Background: an optimization exercise with open tools, aiming at a short achievable clock period and few clock cycles. Do not read the settings as production practice. RTL that was checked went through simulation tests only; none was proved equivalent to the original. Only the layout flow was run in run 1; the RTL was not checked for function there. No activity file was given, so power comes from the tool's default toggle rates.

### design/flow/run.sh
#!/bin/bash
# synth_recipe.tcl (not shown) runs the flow's synth.tcl, then flattens the netlist and writes it again
# the make line also repeats each setting of config.mk as NAME=value (left out here)
make -C /OpenROAD-flow-scripts/flow DESIGN_CONFIG=/design/flow/config.mk WORK_HOME=/design/flow/orfs CLKGATE_MAP_FILE= SYNTH_SCRIPT=/design/flow/synth_recipe.tcl finish
### design/flow/config.mk
export PLATFORM = sky130hd
export DESIGN_NAME = mipsCore
export DESIGN_NICKNAME = mipsCore
export VERILOG_FILES = /design/flow/design.v
export SDC_FILE = /design/flow/constraint.sdc
export NUM_CORES = 4
export LEC_CHECK = 0
export ABC_CLOCK_PERIOD_IN_PS = 2500
export CAP_MARGIN = 20
export CORE_MARGIN = 2
export CORE_UTILIZATION = 55
export SETUP_SLACK_MARGIN = 4.5
export SLEW_MARGIN = 20
export TNS_END_PERCENT = 10
### design/flow/constraint.sdc
create_clock -name core_clock -period 7.0 [get_ports {Clk}]
set_input_delay 1.4000 -clock core_clock [delete_from_list [all_inputs] [get_ports {Clk}]]
set_output_delay 1.4000 -clock core_clock [all_outputs]
set_load 0.01 [all_outputs]
### design/flow/design.v
`timescale 1ns/1ns
package corePkg;
	typedef logic [32-1:0] wordT;
	typedef logic [4:0] regIdxT;
	typedef enum logic [5:0] {
		opSpecial = 6'd0,
		opJ       = 6'd2,
		opBeq     = 6'd4,
		opBne     = 6'd5,
		opAddiu   = 6'd9,
		opSlti    = 6'd10,
		opAndi    = 6'd12,
		opOri     = 6'd13,
		opXori    = 6'd14,
		opLui     = 6'd15,
		opLw      = 6'd35,
		opSw      = 6'd43
	} opcodeT;
	typedef enum logic [5:0] {
		fnSll  = 6'd0,
		fnSrl  = 6'd2,
		fnSra  = 6'd3,
		fnAdd  = 6'd32,  
		fnAddu = 6'd33,
		fnSub  = 6'd34,  
		fnSubu = 6'd35,
		fnAnd  = 6'd36,
		fnOr   = 6'd37,
		fnXor  = 6'd38,
		fnNor  = 6'd39,
		fnSlt  = 6'd42,
		fnSltu = 6'd43
	} functT;
	typedef enum logic [3:0] {
		aluAdd, aluSub, aluAnd, aluOr, aluXor, aluNor,
		aluSlt, aluSltu, aluSll, aluSrl, aluSra, aluLui
	} aluOpT;
	typedef struct packed {
		wordT pc;
		wordT instr;
	} fetchPayloadT;
	typedef struct packed {
		wordT pc;
		aluOpT aluOp;
		wordT opA;
		wordT opB;
		wordT storeData;
		wordT branchTarget;  
		regIdxT destReg;
		logic writes;
		logic isLoad;
		logic isStore;
		logic isBeq;
		logic isBne;
		logic isJump;
	} decodePayloadT;
	typedef struct packed {
		wordT result;  
		wordT storeData;
		regIdxT destReg;
		logic writes;
		logic isLoad;
		logic isStore;
	} execPayloadT;
	typedef struct packed {
		logic uA, uB;        
		logic bRt;           
		logic wr;            
		logic ldW;           
		logic load, store, br, bne;
		logic add, sub, slt, sltu, andOp, orOp, xorOp, norOp, sll, srl, sra;
		logic sRt;           
		logic sZero;         
		logic dRd;           
		logic iZ;            
		logic iLui;          
	} ctlT;
	typedef struct packed {
		ctlT c;
		logic [4:0] srcA;    
		logic [4:0] rt;
		logic [4:0] dst;
		logic [4:0] shamt;
		logic [31:0] imm;
	} decT;
endpackage
`timescale 1ns/1ns
module ksAdd32 (
	input logic [31:0] x,
	input logic [31:0] y,
	input logic cin,
	output logic [31:0] s,
	output logic cout
);
	logic [32:0] g0, p0, g1, p1, g2, p2, g3, p3, g4, p4, g5, p5, g6;
	assign g0 = {x & y, cin};
	assign p0 = {x ^ y, 1'b0};
	assign g1 = g0 | (p0 & {g0[31:0], 1'b0});
	assign p1 = p0 & {p0[31:0], 1'b0};
	assign g2 = g1 | (p1 & {g1[30:0], 2'b0});
	assign p2 = p1 & {p1[30:0], 2'b0};
	assign g3 = g2 | (p2 & {g2[28:0], 4'b0});
	assign p3 = p2 & {p2[28:0], 4'b0};
	assign g4 = g3 | (p3 & {g3[24:0], 8'b0});
	assign p4 = p3 & {p3[24:0], 8'b0};
	assign g5 = g4 | (p4 & {g4[16:0], 16'b0});
	assign p5 = p4 & {p4[16:0], 16'b0};
	assign g6 = g5 | (p5 & {g5[0:0], 32'b0});
	assign s = p0[32:1] ^ g6[31:0];
	assign cout = g6[32];
endmodule
`timescale 1ns/1ns
module mipsCore (
	input logic Clk,
	input logic rstN,
	output logic instCyc,
	output logic instStb,
	output logic [31:0] instAdr,
	input logic [31:0] instDatIn,
	input logic instAck,
	output logic dataCyc,
	output logic dataStb,
	output logic dataWe,
	output logic [31:0] dataAdr,
	output logic [31:0] dataWrDat,
	input logic [31:0] dataRdDat,
	input logic dataAck
);
	localparam int CSIZE = 64;      
	localparam int LIMIT = 32;    
	localparam int IB = $clog2(CSIZE);
	localparam int TW = 12 - IB;               
	logic [11:0] pc;
	logic fHitQ;
	logic exV, exStall, exRedir, idStall, idFire;
	logic [11:0] fptr;
	logic [11:0] instW;
	logic fillV;
	logic [11:0] fillWa;   
	logic [31:0] fillIns;
	logic [31:0] cIns [CSIZE];
	logic [11:0] cTgt [CSIZE];
	localparam int CTLW = 25;            
	logic [CTLW-1:0] cCtl [CSIZE];
	logic [TW-1:0] cTag [CSIZE];
	logic cPred [CSIZE];
	logic [CSIZE-1:0] cValid;
	assign instAdr = {18'd0, instW, 2'b00};
	logic [5:0] fOp;
	logic fIsJ, fIsBr, fSame, fPred;
	logic [11:0] fTgt;
	corePkg::ctlT fCtl;
	assign fCtl = predecode(fillIns);
	assign fOp = fillIns[31:26];
	assign fIsJ = (fOp == 6'd2);
	assign fIsBr = (fOp == 6'd4 || fOp == 6'd5) && (fillIns[15:0] != 16'd0);
	assign fSame = (fillIns[25:21] == fillIns[20:16]);
	assign fPred = fIsJ || (fIsBr && ((fOp == 6'd5) ? !fSame : (fSame || fillIns[15])));
	assign fTgt = fIsJ ? fillIns[11:0] : fillWa + 12'd1 + fillIns[11:0];
	logic [TW-1:0] pTag;
	logic cHit, fHit, hit;
	logic [31:0] hIns;
	corePkg::ctlT hCtl;
	logic hPred;
	logic [11:0] hTgt;
	logic [11:0] pc1;
	logic [11:0] exAlt, alt1;
	assign pTag = pc[11:IB];
	localparam int NLO = 8;
	localparam int NHI = CSIZE / NLO;
	localparam int EW = 32 + CTLW + 1 + 12;
	logic [CSIZE-1:0] pMatch, aMatch;
	logic [NLO-1:0] pLo, aLo;
	logic [NHI-1:0] pHi, aHi;
	logic [EW-1:0] pRd, aRd;
	logic pRdM, aRdM;
	always_comb begin
		pRd = '0;
		aRd = '0;
		pRdM = 1'b0;
		aRdM = 1'b0;
		for (int i = 0; i < CSIZE; i++) begin
			pMatch[i] = cValid[i] && (cTag[i] == pTag);
			aMatch[i] = cValid[i] && (cTag[i] == exAlt[11:IB]);
			pRd = pRd | ({EW{pHi[i / NLO] & pLo[i % NLO]}} &
				{cIns[i], cCtl[i], cPred[i], cTgt[i]});
			aRd = aRd | ({EW{aHi[i / NLO] & aLo[i % NLO]}} &
				{cIns[i], cCtl[i], cPred[i], cTgt[i]});
			pRdM = pRdM | (pHi[i / NLO] & pLo[i % NLO] & pMatch[i]);
			aRdM = aRdM | (aHi[i / NLO] & aLo[i % NLO] & aMatch[i]);
		end
	end
	function automatic logic [NLO-1:0] ohLo(input logic [11:0] w);
		ohLo = NLO'(1) << w[2:0];
	endfunction
	function automatic logic [NHI-1:0] ohHi(input logic [11:0] w);
		ohHi = NHI'(1) << w[IB-1:3];
	endfunction
	assign cHit = pRdM;
	assign fHit = fHitQ;
	assign hit = cHit || fHit;
	assign hIns = fHit ? fillIns : pRd[EW-1 -: 32];
	assign hCtl = fHit ? fCtl : pRd[12+1 +: CTLW];
	assign hPred = fHit ? fPred : pRd[12];
	assign hTgt = fHit ? fTgt : pRd[11:0];
	assign pc1 = pc + 12'd1;
	logic aHit, aFHit, aPred;
	logic [31:0] aIns;
	corePkg::ctlT aCtl;
	logic [11:0] aTgt;
	assign aFHit = fillV && (fillWa == exAlt);
	assign aHit = aFHit || aRdM;
	assign aIns = aFHit ? fillIns : aRd[EW-1 -: 32];
	assign aCtl = aFHit ? fCtl : aRd[12+1 +: CTLW];
	assign aPred = aFHit ? fPred : aRd[12];
	assign aTgt = aFHit ? fTgt : aRd[11:0];
	assign alt1 = exAlt + 12'd1;
	logic busFreeI, inFlight, miss, okReq;
	logic [11:0] fDist;
	assign busFreeI = !instCyc || instAck;
	assign inFlight = instCyc && (instW == pc);
	assign miss = !hit && !inFlight && !(fillV && fillWa == pc);
	assign fDist = fptr - pc;
	assign okReq = miss || (fDist < 12'(LIMIT));
	assign instStb = instCyc;
	always_ff @(posedge Clk or negedge rstN) begin
		if (!rstN) begin
			instCyc <= 1'b0;
			instW <= 12'd0;
			fptr <= 12'd0;
			fillV <= 1'b0;
			fHitQ <= 1'b0;
			cValid <= '0;
		end else begin
			if (busFreeI && okReq) begin
				instCyc <= 1'b1;
				instW <= miss ? pc : fptr;
				fptr <= miss ? pc1 : fptr + 12'd1;
			end else begin
				if (instAck)
					instCyc <= 1'b0;
				if (miss)
					fptr <= pc;
			end
			fillV <= instCyc && instAck;
			fHitQ <= instCyc && instAck && !exRedir &&
				((idStall || !hit) ? (instW == pc) : (hPred ? (instW == hTgt) : (instW == pc1)));
			if (fillV)
				cValid[fillWa[IB-1:0]] <= 1'b1;
		end
	end
	always_ff @(posedge Clk) begin
		if (instCyc && instAck) begin
			fillWa <= instW;
			fillIns <= instDatIn;
		end
		if (fillV) begin
			cIns[fillWa[IB-1:0]] <= fillIns;
			cTgt[fillWa[IB-1:0]] <= fTgt;
			cTag[fillWa[IB-1:0]] <= fillWa[11:IB];
			cPred[fillWa[IB-1:0]] <= fPred;
			cCtl[fillWa[IB-1:0]] <= fCtl;
		end
	end
	function automatic corePkg::ctlT predecode(input logic [31:0] w);
		corePkg::ctlT d;
		logic [5:0] o, f;
		logic [4:0] dst;
		o = w[31:26];
		f = w[5:0];
		d = '0;
		case (o)
			6'd0: begin
				d.dRd = 1'b1;
				d.bRt = 1'b1;
				d.uA = 1'b1;
				d.uB = 1'b1;
				d.wr = 1'b1;
				case (f)
					6'd0: begin d.sll = 1'b1; d.sRt = 1'b1; d.uA = 1'b0; end
					6'd2: begin d.srl = 1'b1; d.sRt = 1'b1; d.uA = 1'b0; end
					6'd3: begin d.sra = 1'b1; d.sRt = 1'b1; d.uA = 1'b0; end
					6'd32, 6'd33: d.add = 1'b1;
					6'd34, 6'd35: d.sub = 1'b1;
					6'd36: d.andOp = 1'b1;
					6'd37: d.orOp = 1'b1;
					6'd38: d.xorOp = 1'b1;
					6'd39: d.norOp = 1'b1;
					6'd42: begin d.slt = 1'b1; d.sub = 1'b1; end
					6'd43: begin d.sltu = 1'b1; d.sub = 1'b1; end
					default: d.wr = 1'b0;
				endcase
			end
			6'd9: begin d.add = 1'b1; d.wr = 1'b1; d.uA = 1'b1; end
			6'd10: begin d.slt = 1'b1; d.sub = 1'b1; d.wr = 1'b1; d.uA = 1'b1; end
			6'd12: begin d.andOp = 1'b1; d.wr = 1'b1; d.uA = 1'b1; d.iZ = 1'b1; end
			6'd13: begin d.orOp = 1'b1; d.wr = 1'b1; d.uA = 1'b1; d.iZ = 1'b1; end
			6'd14: begin d.xorOp = 1'b1; d.wr = 1'b1; d.uA = 1'b1; d.iZ = 1'b1; end
			6'd15: begin d.orOp = 1'b1; d.wr = 1'b1; d.sZero = 1'b1; d.iLui = 1'b1; end
			6'd35: begin d.add = 1'b1; d.load = 1'b1; d.uA = 1'b1; end
			6'd43: begin d.add = 1'b1; d.store = 1'b1; d.uA = 1'b1; d.uB = 1'b1; end
			6'd4, 6'd5: begin
				d.br = (w[15:0] != 16'd0);
				d.bne = o[0];
				d.bRt = 1'b1;
				d.uA = 1'b1;
				d.uB = 1'b1;
			end
			default: ;
		endcase
		dst = d.dRd ? w[15:11] : w[20:16];
		if (dst == 5'd0)
			d.wr = 1'b0;
		d.ldW = d.load && (dst != 5'd0);
		predecode = d;
	endfunction
	function automatic corePkg::decT decode(input logic [31:0] w, input corePkg::ctlT c);
		corePkg::decT d;
		d.c = c;
		d.srcA = c.sZero ? 5'd0 : c.sRt ? w[20:16] : w[25:21];
		d.rt = w[20:16];
		d.dst = c.dRd ? w[15:11] : w[20:16];
		d.shamt = w[10:6];
		d.imm = c.iLui ? {w[15:0], 16'd0} : c.iZ ? {16'd0, w[15:0]} : {{16{w[15]}}, w[15:0]};
		decode = d;
	endfunction
	logic idV;
	corePkg::decT id, hDec, aDec;
	logic idPred;
	logic [11:0] idAlt;
	logic [31:0] regs [32];
	logic ldDone;
	logic [4:0] busDst;
	logic busLdW;
	logic wbV;
	logic [4:0] wbDst;
	logic [31:0] lastRes;
	logic [31:0] res;
	logic [4:0] exDst;
	logic exWr, exLdW;
	logic skV, skLdW;
	logic [4:0] skDst;
	assign hDec = decode(hIns, hCtl);
	assign aDec = decode(aIns, aCtl);
	logic hzEx, hzSk, hzBus, hazard;
	function automatic logic hzOn(input corePkg::decT d, input logic [4:0] r);
		hzOn = (d.c.uA && d.srcA == r) || (d.c.uB && d.rt == r) ||
			((d.c.wr || d.c.load) && d.dst == r);
	endfunction
	assign hzEx = exV && exLdW && hzOn(id, exDst);
	assign hzSk = skV && skLdW && hzOn(id, skDst);
	assign hzBus = dataCyc && busLdW && hzOn(id, busDst);
	assign hazard = hzEx || hzSk || (hzBus && !dataAck);
	assign idStall = idV && (hazard || exStall);
	assign idFire = idV && !idStall && !exRedir;
	logic [31:0] rAVal, rtVal;
	assign rAVal = (id.srcA == 5'd0) ? 32'd0 :
		(ldDone && busDst == id.srcA) ? dataRdDat :
		(wbV && wbDst == id.srcA) ? lastRes : regs[id.srcA];
	assign rtVal = (id.rt == 5'd0) ? 32'd0 :
		(ldDone && busDst == id.rt) ? dataRdDat :
		(wbV && wbDst == id.rt) ? lastRes : regs[id.rt];
	logic [31:0] bVal;
	assign bVal = id.c.bRt ? rtVal : id.imm;
	logic fwdA, fwdB, fwdSt;
	assign fwdA = exV && exWr && (exDst == id.srcA);
	assign fwdB = exV && exWr && id.c.bRt && (exDst == id.rt);
	assign fwdSt = exV && exWr && (exDst == id.rt);
	logic [11:0] pcN;
	assign pcN = exRedir ? (aHit ? (aPred ? aTgt : alt1) : exAlt) :
		(!idStall && hit) ? (hPred ? hTgt : pc1) : pc;
	always_ff @(posedge Clk or negedge rstN) begin
		if (!rstN) begin
			pc <= 12'd0;
			pLo <= ohLo(12'd0);
			pHi <= ohHi(12'd0);
			idV <= 1'b0;
		end else begin
			pc <= pcN;
			pLo <= ohLo(pcN);
			pHi <= ohHi(pcN);
			if (exRedir)
				idV <= aHit;
			else if (!idStall)
				idV <= hit;
		end
	end
	always_ff @(posedge Clk) begin
		if (exRedir) begin
			id <= aDec;
			idPred <= aPred;
			idAlt <= aPred ? alt1 : aTgt;
		end else if (!idStall) begin
			id <= hDec;
			idPred <= hPred;
			idAlt <= hPred ? pc1 : hTgt;
		end
	end
	logic [31:0] exA, exB, exBx, exSt;
	logic [4:0] exSh;
	logic exLoad, exStore, exBr, exBne, exPred;
	logic exAdd, exSub, exSlt, exSltu, exAnd, exOr, exXor, exNor, exSll, exSrl, exSra;
	always_ff @(posedge Clk or negedge rstN) begin
		if (!rstN)
			exV <= 1'b0;
		else if (!exStall)
			exV <= idFire;
	end
	always_ff @(posedge Clk) begin
		if (!exStall) begin
			exA <= fwdA ? res : rAVal;
			exB <= fwdB ? res : bVal;
			exBx <= fwdB ? (res ^ {32{id.c.sub}}) : (bVal ^ {32{id.c.sub}});
			exSt <= fwdSt ? res : rtVal;
			exSh <= id.shamt;
			exDst <= id.dst;
			exWr <= id.c.wr;
			exLdW <= id.c.ldW;
			exLoad <= id.c.load;
			exStore <= id.c.store;
			exBr <= id.c.br;
			exBne <= id.c.bne;
			exPred <= idPred;
			exAlt <= idAlt;
			aLo <= ohLo(idAlt);
			aHi <= ohHi(idAlt);
			exAdd <= id.c.add; exSub <= id.c.sub; exSlt <= id.c.slt; exSltu <= id.c.sltu;
			exAnd <= id.c.andOp; exOr <= id.c.orOp; exXor <= id.c.xorOp; exNor <= id.c.norOp;
			exSll <= id.c.sll; exSrl <= id.c.srl; exSra <= id.c.sra;
		end
	end
	logic [31:0] sum;
	logic cout, lt, ltu, eq, taken;
	ksAdd32 adder (
		.x(exA),
		.y(exBx),
		.cin(exSub),
		.s(sum),
		.cout(cout)
	);
	assign ltu = !cout;
	assign lt = (exA[31] ^ exB[31]) ? exA[31] : sum[31];
	assign eq = (exA == exB);
	always_comb begin
		res = 32'd0;
		if (exAdd || (exSub && !exSlt && !exSltu)) res = res | sum;
		if (exSlt) res = res | {31'd0, lt};
		if (exSltu) res = res | {31'd0, ltu};
		if (exAnd) res = res | (exA & exB);
		if (exOr) res = res | (exA | exB);
		if (exXor) res = res | (exA ^ exB);
		if (exNor) res = res | ~(exA | exB);
		if (exSll) res = res | (exA << exSh);
		if (exSrl) res = res | (exA >> exSh);
		if (exSra) res = res | 32'($signed(exA) >>> exSh);
	end
	assign taken = exBne ? !eq : eq;
	assign exRedir = exV && exBr && (taken != exPred);
	logic skWe;
	logic [31:0] skAdr, skDat;
	logic busFreeD, exMem, exMemGo;
	assign exMem = exLoad || exStore;
	assign exStall = exV && exMem && skV;
	assign exMemGo = exV && exMem && !skV;
	assign busFreeD = !dataCyc || dataAck;
	assign ldDone = dataCyc && dataAck && !dataWe;
	assign dataStb = dataCyc;
	always_ff @(posedge Clk or negedge rstN) begin
		if (!rstN) begin
			dataCyc <= 1'b0;
			skV <= 1'b0;
		end else begin
			if (busFreeD) begin
				dataCyc <= skV || exMemGo;
				skV <= 1'b0;
			end else if (exMemGo) begin
				skV <= 1'b1;
			end
		end
	end
	always_ff @(posedge Clk) begin
		if (busFreeD) begin
			if (skV) begin
				dataWe <= skWe;
				dataAdr <= skAdr;
				dataWrDat <= skDat;
				busDst <= skDst;
				busLdW <= skLdW;
			end else begin
				dataWe <= exStore;
				dataAdr <= sum;
				dataWrDat <= exSt;
				busDst <= exDst;
				busLdW <= exLdW;
			end
		end
		if (!skV) begin
			skWe <= exStore;
			skAdr <= sum;
			skDat <= exSt;
			skDst <= exDst;
			skLdW <= exLdW;
		end
	end
	always_ff @(posedge Clk or negedge rstN) begin
		if (!rstN)
			wbV <= 1'b0;
		else
			wbV <= exV && exWr;
	end
	always_ff @(posedge Clk) begin
		lastRes <= res;
		wbDst <= exDst;
		for (int i = 1; i < 32; i++) begin
			if (wbV && wbDst == 5'(i))
				regs[i] <= lastRes;
			else if (ldDone && busDst == 5'(i))
				regs[i] <= dataRdDat;
		end
	end
endmodule
==> run_results.csv, run 1 <==
group,metric,value,unit
synth,synth_compound_area_share,17.4,%
clocking,cts_buffers,633,
grt,grt-ovfl-total,11,
clocking,clock-sinks,6038,
clocking,h-tree-depth,6,
synth,synth_async_sr_flop_share,2.05,%
synth,synth-simple-area-share,6.29,%
synth,synth_top_family_by_area,"compound AO/OA/AOI/OAI gates",
synth,ys_ff_latch,6038,
synth,synth_ff_type,"edfxtp_1",
floorplanning,initial_utilization,55.2,%
synth,syn_area,0.279,sq mm
synth,yosysWarningCount,34,
outcome,lastStage,"global routing (5_1_grt)",
outcome,status,"did not finish",
synth,syn_area_per_cell,14.0,sq um
placed_design,place_inst,26100,
floorplanning,ios,169,
outcome,first-error,"[ERROR GRT-0232] Routing congestion too high. Check the congestion heatmap in the GUI.",
synth,yosysSeqAreaShare,64.4,%
placed_design,dp_slack,1.60,ns
placed_design,placed_cell_area,0.295,sq mm
floorplanning,rows,261,
synth,synthCells,19900,
clocking,cts.path.max_buffers,4,
grt,grt_usage,80.2,%
clocking,clockRootBuffer,"clkbuf_16",
floorplanning,die_h,716,microns
placed_design,dp_hpwl,1060,mm
synth,synth-edff-count,5792,
synth,synth.distinct_cells,112,
synth,muxShareOfSynthArea,5.33,%
synth,synth-adder-area-share,0.571,%
placed_design,place.port_buffers,148,
synth,synth_xor_area_share,3.09,%
floorplanning,die_x,716,microns
grt,grt_max_degree,87,
placed_design,place.gp.congestion,1.10,
==> how the worst max path moves through the flow <==
stage | end | slack, ns | cells after the start
floorplan | idAlt[0] | 1.69 | 4
global placement | id[48] | 1.10 | 9
detailed placement | id[70] | 1.60 | 10
CTS | exBx[6] | 3.17 | 13
==> power by group through the flow <==
| stage | Clock [mW] | Sequential, mW | Combinational, mW |
|---|---|---|---|
| 2_1_floorplan | 0 | 45.7 | 22.8 |
| 3_3_place_gp | 0 | 47.8 | 45.2 |
| 4_1_cts | 34.6 | 46.2 | 59.4 |
| 3_5_place_dp | 0 | 47.9 | 45.3 |
==> synth_stat cells (all sizes together) (21+ instances only) <==
| cell type | n | area share [%] |
|---|---|---|
| o21bai | 77 | 0.21 |
| nand4 | 665 | 1.5 |
| mux4 | 61 | 0.49 |
| mux2 | 1097 | 4.4 |
| a222oi | 205 | 0.74 |
| a22oi | 2486 | 6.7 |
| clkbuf | 1211 | 1.6 |
| nor2 | 471 | 0.64 |
| nand3 | 631 | 1.1 |
| a22o | 1196 | 3.8 |
| dfrtp | 122 | 1.1 |
| o31ai | 22 | 0.059 |
| nor3b | 22 | 0.067 |
| o221ai | 37 | 0.12 |
| nand2b | 50 | 0.11 |
| a31oi | 33 | 0.076 |
| a21oi | 319 | 0.58 |
| and3 | 114 | 0.26 |
| inv | 176 | 0.24 |
| edfxtp | 5792 | 62 |
| xor2 | 395 | 1.2 |
| o21ai | 284 | 0.51 |
| ha | 124 | 0.56 |
| dfxtp | 122 | 0.88 |
| or3 | 64 | 0.14 |
| a211oi | 30 | 0.081 |
| nor3 | 210 | 0.38 |
| mux2i | 112 | 0.40 |
| and4 | 21 | 0.067 |
| or4 | 40 | 0.11 |
| o22ai | 96 | 0.22 |
| o32ai | 46 | 0.15 |
| or2 | 24 | 0.054 |
| o211ai | 61 | 0.16 |
| nor4 | 273 | 0.62 |
| nand2 | 503 | 0.68 |
| a21o | 37 | 0.10 |
| a221oi | 1046 | 3.3 |
| and2 | 164 | 0.37 |
| a2111oi | 44 | 0.14 |
| xnor2 | 587 | 1.8 |
| buf | 619 | 1.0 |
==> kinds of logic after synthesis <==
| logic type | after synthesis |
|---|---|
| xor+xnor | 982 |
| simple gates | 3313 |
| buf+inv | 2011 |
| other cells | 1 |
| compound gates | 6193 |
| fa+ha+maj | 126 |
| flops | 6038 |
| mux | 1270 |
==> per-layer routing <==
metal	GRT overflow	track usage, %
met1	0	81.2
met5	0	55.1
met4	2	78.6
met2	7	89.6
met3	2	70.7
==> what timing repair did <==
action,4_1_cts
buffers inserted,1568
endpoints found under the setup margin,8913
pin swaps,626
gates resized for setup,2612
hold buffers,0
gates cloned,135
==> run 2, diff against run 1 <==
--- a/design/flow/design.v
+++ b/design/flow/design.v
@@ -128,6 +128,6 @@
 );
 	localparam int CSIZE = 64;      
-	localparam int LIMIT = 32;    
-	localparam int IB = $clog2(CSIZE);
+	localparam int LIMIT = 40;    
+	localparam int IB = 6;
 	localparam int TW = 12 - IB;               
 	logic [11:0] pc;
@@ -138,4 +138,5 @@
 	logic fillV;
 	logic [11:0] fillWa;   
+	logic [CSIZE-1:0] fillOh;  
 	logic [31:0] fillIns;
 	logic [31:0] cIns [CSIZE];
@@ -165,5 +166,8 @@
 	logic [11:0] hTgt;
 	logic [11:0] pc1;
-	logic [11:0] exAlt, alt1;
+	logic [11:0] idTgt, tgt1;
+	logic xaHit, xaPred;
+	corePkg::decT xaDec;
+	logic [11:0] xaTgt, xaAddr, xaNext;
 	assign pTag = pc[11:IB];
 	localparam int NLO = 8;
@@ -171,22 +175,39 @@
 	localparam int EW = 32 + CTLW + 1 + 12;
 	logic [CSIZE-1:0] pMatch, aMatch;
-	logic [NLO-1:0] pLo, aLo;
-	logic [NHI-1:0] pHi, aHi;
+	logic [NLO-1:0] pLo, aLo, pLoB;
+	logic [NHI-1:0] pHi, aHi, pHiB;
 	logic [EW-1:0] pRd, aRd;
 	logic pRdM, aRdM;
+	logic [EW-1:0] pGrp [NHI];
+	logic [EW-1:0] aGrp [NHI];
+	logic [NHI-1:0] pGrpM, aGrpM;
 	always_comb begin
+		for (int i = 0; i < CSIZE; i++) begin
+			pMatch[i] = cValid[i] && (cTag[i] == pTag);
+			aMatch[i] = cValid[i] && (cTag[i] == idTgt[11:IB]);
+		end
+		for (int j = 0; j < NHI; j++) begin
+			pGrp[j] = '0;
+			aGrp[j] = '0;
+			pGrpM[j] = 1'b0;
+			aGrpM[j] = 1'b0;
+			for (int l = 0; l < NLO; l++) begin
+				pGrp[j] = pGrp[j] | ({EW{!pLoB[l]}} &
+					{cIns[j*NLO+l], cCtl[j*NLO+l], cPred[j*NLO+l], cTgt[j*NLO+l]});
+				aGrp[j] = aGrp[j] | ({EW{aLo[l]}} &
+					{cIns[j*NLO+l], cCtl[j*NLO+l], cPred[j*NLO+l], cTgt[j*NLO+l]});
+				pGrpM[j] = pGrpM[j] | (pLo[l] & pMatch[j*NLO+l]);
+				aGrpM[j] = aGrpM[j] | (aLo[l] & aMatch[j*NLO+l]);
+			end
+		end
 		pRd = '0;
 		aRd = '0;
 		pRdM = 1'b0;
 		aRdM = 1'b0;
-		for (int i = 0; i < CSIZE; i++) begin
-			pMatch[i] = cValid[i] && (cTag[i] == pTag);
-			aMatch[i] = cValid[i] && (cTag[i] == exAlt[11:IB]);
-			pRd = pRd | ({EW{pHi[i / NLO] & pLo[i % NLO]}} &
-				{cIns[i], cCtl[i], cPred[i], cTgt[i]});
-			aRd = aRd | ({EW{aHi[i / NLO] & aLo[i % NLO]}} &
-				{cIns[i], cCtl[i], cPred[i], cTgt[i]});
-			pRdM = pRdM | (pHi[i / NLO] & pLo[i % NLO] & pMatch[i]);
-			aRdM = aRdM | (aHi[i / NLO] & aLo[i % NLO] & aMatch[i]);
+		for (int j = 0; j < NHI; j++) begin
+			pRd = pRd | ({EW{!pHiB[j]}} & pGrp[j]);
+			aRd = aRd | ({EW{aHi[j]}} & aGrp[j]);
+			pRdM = pRdM | (pHi[j] & pGrpM[j]);
+			aRdM = aRdM | (aHi[j] & aGrpM[j]);
 		end
 	end
@@ -209,5 +230,5 @@
 	corePkg::ctlT aCtl;
 	logic [11:0] aTgt;
-	assign aFHit = fillV && (fillWa == exAlt);
+	assign aFHit = fillV && (fillWa == idTgt);
 	assign aHit = aFHit || aRdM;
 	assign aIns = aFHit ? fillIns : aRd[EW-1 -: 32];
@@ -215,5 +236,5 @@
 	assign aPred = aFHit ? fPred : aRd[12];
 	assign aTgt = aFHit ? fTgt : aRd[11:0];
-	assign alt1 = exAlt + 12'd1;
+	assign tgt1 = idTgt + 12'd1;
 	logic busFreeI, inFlight, miss, okReq;
 	logic [11:0] fDist;
@@ -244,8 +265,9 @@
 			end
 			fillV <= instCyc && instAck;
-			fHitQ <= instCyc && instAck && !exRedir &&
-				((idStall || !hit) ? (instW == pc) : (hPred ? (instW == hTgt) : (instW == pc1)));
-			if (fillV)
-				cValid[fillWa[IB-1:0]] <= 1'b1;
+			fHitQ <= instCyc && instAck && !exRedir && !takeRedir &&
+				((idStall || !hit) ? (instW == pc) : (instW == pc1));
+			for (int i = 0; i < CSIZE; i++)
+				if (fillV && fillOh[i])
+					cValid[i] <= 1'b1;
 		end
 	end
@@ -253,12 +275,15 @@
 		if (instCyc && instAck) begin
 			fillWa <= instW;
+			fillOh <= CSIZE'(1) << instW[IB-1:0];
 			fillIns <= instDatIn;
 		end
-		if (fillV) begin
-			cIns[fillWa[IB-1:0]] <= fillIns;
-			cTgt[fillWa[IB-1:0]] <= fTgt;
-			cTag[fillWa[IB-1:0]] <= fillWa[11:IB];
-			cPred[fillWa[IB-1:0]] <= fPred;
-			cCtl[fillWa[IB-1:0]] <= fCtl;
+		for (int i = 0; i < CSIZE; i++) begin
+			if (fillV && fillOh[i]) begin
+				cIns[i] <= fillIns;
+				cTgt[i] <= fTgt;
+				cTag[i] <= fillWa[11:IB];
+				cPred[i] <= fPred;
+				cCtl[i] <= fCtl;
+			end
 		end
 	end
@@ -328,5 +353,5 @@
 	corePkg::decT id, hDec, aDec;
 	logic idPred;
-	logic [11:0] idAlt;
+	logic [31:0] idOhA, idOhT;
 	logic [31:0] regs [32];
 	logic ldDone;
@@ -335,4 +360,5 @@
 	logic wbV;
 	logic [4:0] wbDst;
+	logic [31:0] wbOh, busOh;    
 	logic [31:0] lastRes;
 	logic [31:0] res;
@@ -355,10 +381,17 @@
 	assign idFire = idV && !idStall && !exRedir;
 	logic [31:0] rAVal, rtVal;
-	assign rAVal = (id.srcA == 5'd0) ? 32'd0 :
-		(ldDone && busDst == id.srcA) ? dataRdDat :
-		(wbV && wbDst == id.srcA) ? lastRes : regs[id.srcA];
-	assign rtVal = (id.rt == 5'd0) ? 32'd0 :
-		(ldDone && busDst == id.rt) ? dataRdDat :
-		(wbV && wbDst == id.rt) ? lastRes : regs[id.rt];
+	logic [31:0] rfA, rfT;
+	always_comb begin
+		rfA = 32'd0;
+		rfT = 32'd0;
+		for (int i = 1; i < 32; i++) begin
+			rfA = rfA | ({32{idOhA[i]}} & regs[i]);
+			rfT = rfT | ({32{idOhT[i]}} & regs[i]);
+		end
+	end
+	assign rAVal = (ldDone && busDst == id.srcA && id.srcA != 5'd0) ? dataRdDat :
+		(wbV && wbDst == id.srcA) ? lastRes : rfA;
+	assign rtVal = (ldDone && busDst == id.rt && id.rt != 5'd0) ? dataRdDat :
+		(wbV && wbDst == id.rt) ? lastRes : rfT;
 	logic [31:0] bVal;
 	assign bVal = id.c.bRt ? rtVal : id.imm;
@@ -367,7 +400,32 @@
 	assign fwdB = exV && exWr && id.c.bRt && (exDst == id.rt);
 	assign fwdSt = exV && exWr && (exDst == id.rt);
+	logic exAddI;
+	logic [31:0] exNegImm;
+	logic fuse, zeroNew, earlyTaken, idTaken, takeRedir;
+	assign fuse = exV && exAddI && (exDst == id.srcA) && id.c.br && (id.rt == 5'd0);
+	assign zeroNew = (exA == exNegImm);
+	assign earlyTaken = id.c.bne ? !zeroNew : zeroNew;
+	assign idTaken = fuse ? earlyTaken : idPred;
+	assign takeRedir = idFire && idTaken;
+	function automatic logic [NLO-1:0] rotLo(input logic [NLO-1:0] lo);
+		rotLo = {lo[NLO-2:0], lo[NLO-1]};
+	endfunction
+	function automatic logic [NHI-1:0] rotHi(input logic [NLO-1:0] lo, input logic [NHI-1:0] hi);
+		rotHi = lo[NLO-1] ? {hi[NHI-2:0], hi[NHI-1]} : hi;
+	endfunction
+	logic advance;
+	assign advance = !idStall && hit;
 	logic [11:0] pcN;
-	assign pcN = exRedir ? (aHit ? (aPred ? aTgt : alt1) : exAlt) :
-		(!idStall && hit) ? (hPred ? hTgt : pc1) : pc;
+	logic [NLO-1:0] pLoN;
+	logic [NHI-1:0] pHiN;
+	assign pcN = exRedir ? (xaHit ? xaNext : xaAddr) :
+		takeRedir ? (aHit ? tgt1 : idTgt) :
+		advance ? pc1 : pc;
+	assign pLoN = exRedir ? ohLo(xaHit ? xaNext : xaAddr) :
+		takeRedir ? (aHit ? rotLo(aLo) : aLo) :
+		advance ? rotLo(pLo) : pLo;
+	assign pHiN = exRedir ? ohHi(xaHit ? xaNext : xaAddr) :
+		takeRedir ? (aHit ? rotHi(aLo, aHi) : aHi) :
+		advance ? rotHi(pLo, pHi) : pHi;
 	always_ff @(posedge Clk or negedge rstN) begin
 		if (!rstN) begin
@@ -375,10 +433,16 @@
 			pLo <= ohLo(12'd0);
 			pHi <= ohHi(12'd0);
+			pLoB <= ~ohLo(12'd0);
+			pHiB <= ~ohHi(12'd0);
 			idV <= 1'b0;
 		end else begin
 			pc <= pcN;
-			pLo <= ohLo(pcN);
-			pHi <= ohHi(pcN);
+			pLo <= pLoN;
+			pHi <= pHiN;
+			pLoB <= ~pLoN;
+			pHiB <= ~pHiN;
 			if (exRedir)
+				idV <= xaHit;
+			else if (takeRedir)
 				idV <= aHit;
 			else if (!idStall)
@@ -388,11 +452,27 @@
 	always_ff @(posedge Clk) begin
 		if (exRedir) begin
+			id <= xaDec;
+			idOhA <= 32'd1 << xaDec.srcA;
+			idOhT <= 32'd1 << xaDec.rt;
+			idPred <= xaPred;
+			idTgt <= xaTgt;
+			aLo <= ohLo(xaTgt);
+			aHi <= ohHi(xaTgt);
+		end else if (takeRedir) begin
 			id <= aDec;
+			idOhA <= 32'd1 << aDec.srcA;
+			idOhT <= 32'd1 << aDec.rt;
 			idPred <= aPred;
-			idAlt <= aPred ? alt1 : aTgt;
+			idTgt <= aTgt;
+			aLo <= ohLo(aTgt);
+			aHi <= ohHi(aTgt);
 		end else if (!idStall) begin
 			id <= hDec;
+			idOhA <= 32'd1 << hDec.srcA;
+			idOhT <= 32'd1 << hDec.rt;
 			idPred <= hPred;
-			idAlt <= hPred ? pc1 : hTgt;
+			idTgt <= hTgt;
+			aLo <= ohLo(hTgt);
+			aHi <= ohHi(hTgt);
 		end
 	end
@@ -421,8 +501,13 @@
 			exBr <= id.c.br;
 			exBne <= id.c.bne;
-			exPred <= idPred;
-			exAlt <= idAlt;
-			aLo <= ohLo(idAlt);
-			aHi <= ohHi(idAlt);
+			exPred <= idTaken;
+			exAddI <= id.c.add && !id.c.bRt && id.c.wr;
+			exNegImm <= 32'd0 - id.imm;
+			xaHit <= idTaken ? hit : aHit;
+			xaDec <= idTaken ? hDec : aDec;
+			xaPred <= idTaken ? hPred : aPred;
+			xaTgt <= idTaken ? hTgt : aTgt;
+			xaAddr <= idTaken ? pc : idTgt;
+			xaNext <= idTaken ? pc1 : tgt1;
 			exAdd <= id.c.add; exSub <= id.c.sub; exSlt <= id.c.slt; exSltu <= id.c.sltu;
 			exAnd <= id.c.andOp; exOr <= id.c.orOp; exXor <= id.c.xorOp; exNor <= id.c.norOp;
@@ -487,4 +572,5 @@
 				busDst <= skDst;
 				busLdW <= skLdW;
+				busOh <= skLdW ? (32'd1 << skDst) : 32'd0;
 			end else begin
 				dataWe <= exStore;
@@ -493,4 +579,5 @@
 				busDst <= exDst;
 				busLdW <= exLdW;
+				busOh <= exLdW ? (32'd1 << exDst) : 32'd0;
 			end
 		end
@@ -512,8 +599,9 @@
 		lastRes <= res;
 		wbDst <= exDst;
+		wbOh <= (exV && exWr) ? (32'd1 << exDst) : 32'd0;
 		for (int i = 1; i < 32; i++) begin
-			if (wbV && wbDst == 5'(i))
+			if (wbOh[i])
 				regs[i] <= lastRes;
-			else if (ldDone && busDst == 5'(i))
+			else if (ldDone && busOh[i])
 				regs[i] <= dataRdDat;
 		end
==> design/flow/config.mk (replaced) <==
export PLATFORM = sky130hd
export DESIGN_NAME = mipsCore
export DESIGN_NICKNAME = mipsCore
export VERILOG_FILES = /design/flow/design.v
export SDC_FILE = /design/flow/constraint.sdc
export NUM_CORES = 4
export LEC_CHECK = 0
export ABC_CLOCK_PERIOD_IN_PS = 1500
export CAP_MARGIN = 20
export CORE_MARGIN = 2
export CORE_UTILIZATION = 35
export SETUP_SLACK_MARGIN = 4.0
export SLEW_MARGIN = 20
export TNS_END_PERCENT = 20
==> run 2 against run 1 <==
Against the previous run:
- now fails the layout checks on max-slew violations
- synthesized cell count rose by 5.0%
- synthesized area rose by 5.5%
==> run_results.csv, run 2 <==
group,metric,value,unit
clocking,clock-sinks,6373,
floorplanning,die_area,0.848,sq mm
power_and_ir_drop,p_per_area,500,mW/mm^2
finish,final_cell_mix,"edfxtp_1 (6080), a22oi_1 (4168), mux2_2 (1091)",
detailed_routing,first_iter_violations,57300,
critical_path,worstPathArrival,5.21,ns
finish,syn2layout_area_growth,24.0,%
finish,regArea,0.189,sq mm
clocking,path_clk_slew,0.06,ns
detailed_routing,first_pass_iters,16,
power_and_ir_drop,ir_drop,0.380,mV
critical_path,start_kind,"register",
floorplanning,rows,336,
synth,synthCells,20900,
finish,reg_top3,"cIns: 1664 flops, cCtl: 1536 flops, regs: 992 flops",
finish,final_common_cell,"edfxtp_1",
outcome,status,"complete, but fails checks",
detailed_routing,via_per_inst,7.47,
sta,fmax,236,MHz
job,drv_cap,0,
floorplanning,core,0.837,sq mm
grt,antenna_found_initial,124,
clocking,hold_buffers,0,
synth,netlist.area_leader.share,62.1,%
critical_path,cp_max_fo,44,
synth,syn_area,0.294,sq mm
critical_path,rrSetupSlack,2.76,ns
sta,finClkSkew,0.217,ns
detailed_routing,totalWireLength,1540,mm
critical_path,critPathKind,"register to register",
synth,netlist_top_cells_count,"edfxtp_1 (6080), a22oi_1 (4420), mux2_2 (1159), clkbuf_1 (1028), xnor2_1 (588)",
synth,synth_ff_type,"edfxtp_1",
critical_path,cp-end-kind,"register",
grt,met2_usage,46.2,%
finish,final_net_count,22200,
synth,synthTopCellsByArea,"edfxtp_1 (62%), a22oi_1 (11%), mux2_2 (4.4%)",
finish,fill_cells,73200,
clocking,clk_latency,1.30,ns
finish,drive_gt1_share,26.9,%
synth,yosysMostFrequentCell,"edfxtp_1",
worst_hold_path,worstHoldPathType,"primary input to asynchronous set/reset pin",
clocking,cts_buffers,681,
synth,yosysWarningCount,9,
synth,synth-edff-count,6080,
grt,grt-ovfl-total,0,
sta,setup_viol,0,
clocking,cts_tree,"yes",
synth,syn_area_per_cell,14.0,sq um
clocking,cts.path.max_buffers,4,
floorplanning,ios,169,
detailed_routing,wl_per_cell,45.5,microns
placed_design,dp_hpwl,752,mm
power_and_ir_drop,leakagePower,118,nW
placed_design,place.port_buffers,148,
placed_design,place.gp.congestion,0.966,
floorplanning,die_x,921,microns
finish,top_register,"cIns",
synth,yosysSeqAreaShare,64.3,%
detailed_routing,drc,0,
synth,synth.distinct_cells,107,
grt,grt_use_met3,17.5,%
sta,slew_viol_final,17,
detailed_routing,dr_total_vias,253000,
synth,ys_ff_latch,6373,
grt,top_usage_layer,"met2",
synth,yosysTopAreaCell,"edfxtp_1",
floorplanning,die_h,921,microns
grt,grt_usage,34.0,%
critical_path,cp.required,7.98,ns
clocking,clockRootBuffer,"clkbuf_16",
floorplanning,initial_utilization,35.1,%
sta,fin_crit,4.24,ns
detailed_routing,drtAntennaViolNets,0,
grt,grt_first_pass_wirelength,2000,mm
sta,tightest_slew,1.57,ns
grt,grt_max_degree,113,
grt,grt_pass1_vias,229000,
outcome,violations,"max-slew violations",
sta,finalSetupTns,0,ns
sta,rsz0062_at_grt,"true",
grt,grt_use_met1,39.7,%
sta,holdWs,0.202,ns
finish,largest_reg_flops,1664,
sta,relSlewSlack,-4.35,%
sta,hold_violations,0,
synth,synth_async_sr_flop_share,2.20,%
clocking,h-tree-depth,6,
sta,period_share,60.6,%
finish,multi_input_area,0.105,sq mm
-- run 2: changes by cell type after synthesis, moves of 288 or more --
cell and delta:
a22oi_1 +1936, nand3_1 -393, a221oi_1 -739, a22o_1 -906, edfxtp_1 +288, a41oi_1 +354, and4_1 +450, buf_2 +363
-- run 2: area by class of cell --
cell class	count	share of cell area, %
antenna	202	0.139
clock buffer	862	5.00
clock inverter	394	1.21
inverter	229	0.321
multi-input combinational	12400	28.8
sequential	6373	51.9
tap	11200	3.83
timing repair buffer	2272	8.71
timing repair inverter	21	0.0683
-- run 2: kinds of logic (layout without fill, tap and decap cells) --
group / after synthesis / in the layout / share of synthesized area, %
AOI/OAI and AO/OA: 6861 / 6866 / 17.5
xor gates and xnor gates: 1045 / 1045 / 3.11
adders and majority gates: 123 / 123 / 0.528
buffers and inverters: 2204 / 3778 / 3.31
DFF: 6373 / 6373 / 64.3
muxes: 1380 / 1380 / 5.46
other: 1 / 222 / 0.00128
and+or+nand+nor: 2949 / 2963 / 5.76
-- run 2: critical path: stages (launching register included) --
cell	delay, ns
dfstp_4	1.03
buf_12	0.46
o22ai_1	0.30
o41a_4	0.57
mux2i_4	0.31
nor3_4	0.06
a221oi_4	0.25
buf_12	0.18
clkinv_8	0.06
or3_4	0.36
nor2_2	0.12
-- run 2: path summary, 6_finish.rpt --
kind                          start    endpoint  cells past startpoint
max                         pHiB[6]   idOhA[19]                     10
min                            rstN  cValid[37]                      1
max reg2reg                 pHiB[6]   idOhA[19]                     10
min reg2reg                xaTgt[9]    idTgt[9]                      2
max in group asynchronous      rstN     dataCyc                      2
min in group core_clock    xaTgt[9]    idTgt[9]                      2
-- run 2: repair_timing --
action,CTS,global route
resized for setup,2170,1034
pin swaps,398,439
endpoints found under the setup margin,2980,2285
setup buffers,734,275
gates cloned,266,63
-- run 2: stage by stage --
stage,instances,instance area (sq um),setup WS (ns),power (mW),utilization (%)
CTS,33400,356000,3.02,169,42.5
global placement,31100,309000,1.30,113,36.9
global route,33800,364000,2.92,182,43.5
detailed placement,31100,309000,1.33,114,36.9
floorplan,21000,294000,0.208,84.7,-
finish,33900,365000,2.76,183,43.6
-- run 2: routing by layer --
metal / up-vias / share of wire [%]
li1: 89000 / -
met1: 123000 / 31
met2: 31000 / 39
met3: 9824 / 19
met4: 94 / 11
met5: - / 0.19
-- run 2: power by group --
| group | total (mW) | internal, mW | switching, mW |
|---|---|---|---|
| combinational | 91.8 | 32.4 | 59.4 |
| clock | 37.7 | 21.1 | 16.6 |
| sequential | 53.0 | 48.9 | 4.14 |
Testbench counts of run 2, summed over its fixed seeds: cycles 15,944.

## afterwards: timing with drivers on the ports
The flow's constraints put no driver on any port. The routed layout listed below was extracted and timed again, unchanged, in two steps. Step 1 (the two cells are an assumption about what drives the block):
set clk [get_ports {Clk}]
set_driving_cell -lib_cell sky130_fd_sc_hd__clkbuf_16 $clk
set_driving_cell -lib_cell sky130_fd_sc_hd__buf_2 [delete_from_list [all_inputs] $clk]
Step 2 moves the port delays by t, midway between the first and last clock arrival at a register: inputs arrive t later, outputs are due t later. That takes back most of the time a late clock gives input paths. Slacks: no drivers / after step 1 / after step 2; pairs: no drivers / after step 1.
run: run 2
t, ns: 1.342
setup WS [ns]: 2.761 / 2.761 / 2.013
worst setup path after step 2: input to register
pins driven straight from the clock port: 1
For run 2, drivers alone change the setup slack by 0.000 ns; drivers and shift together by -0.748 ns.
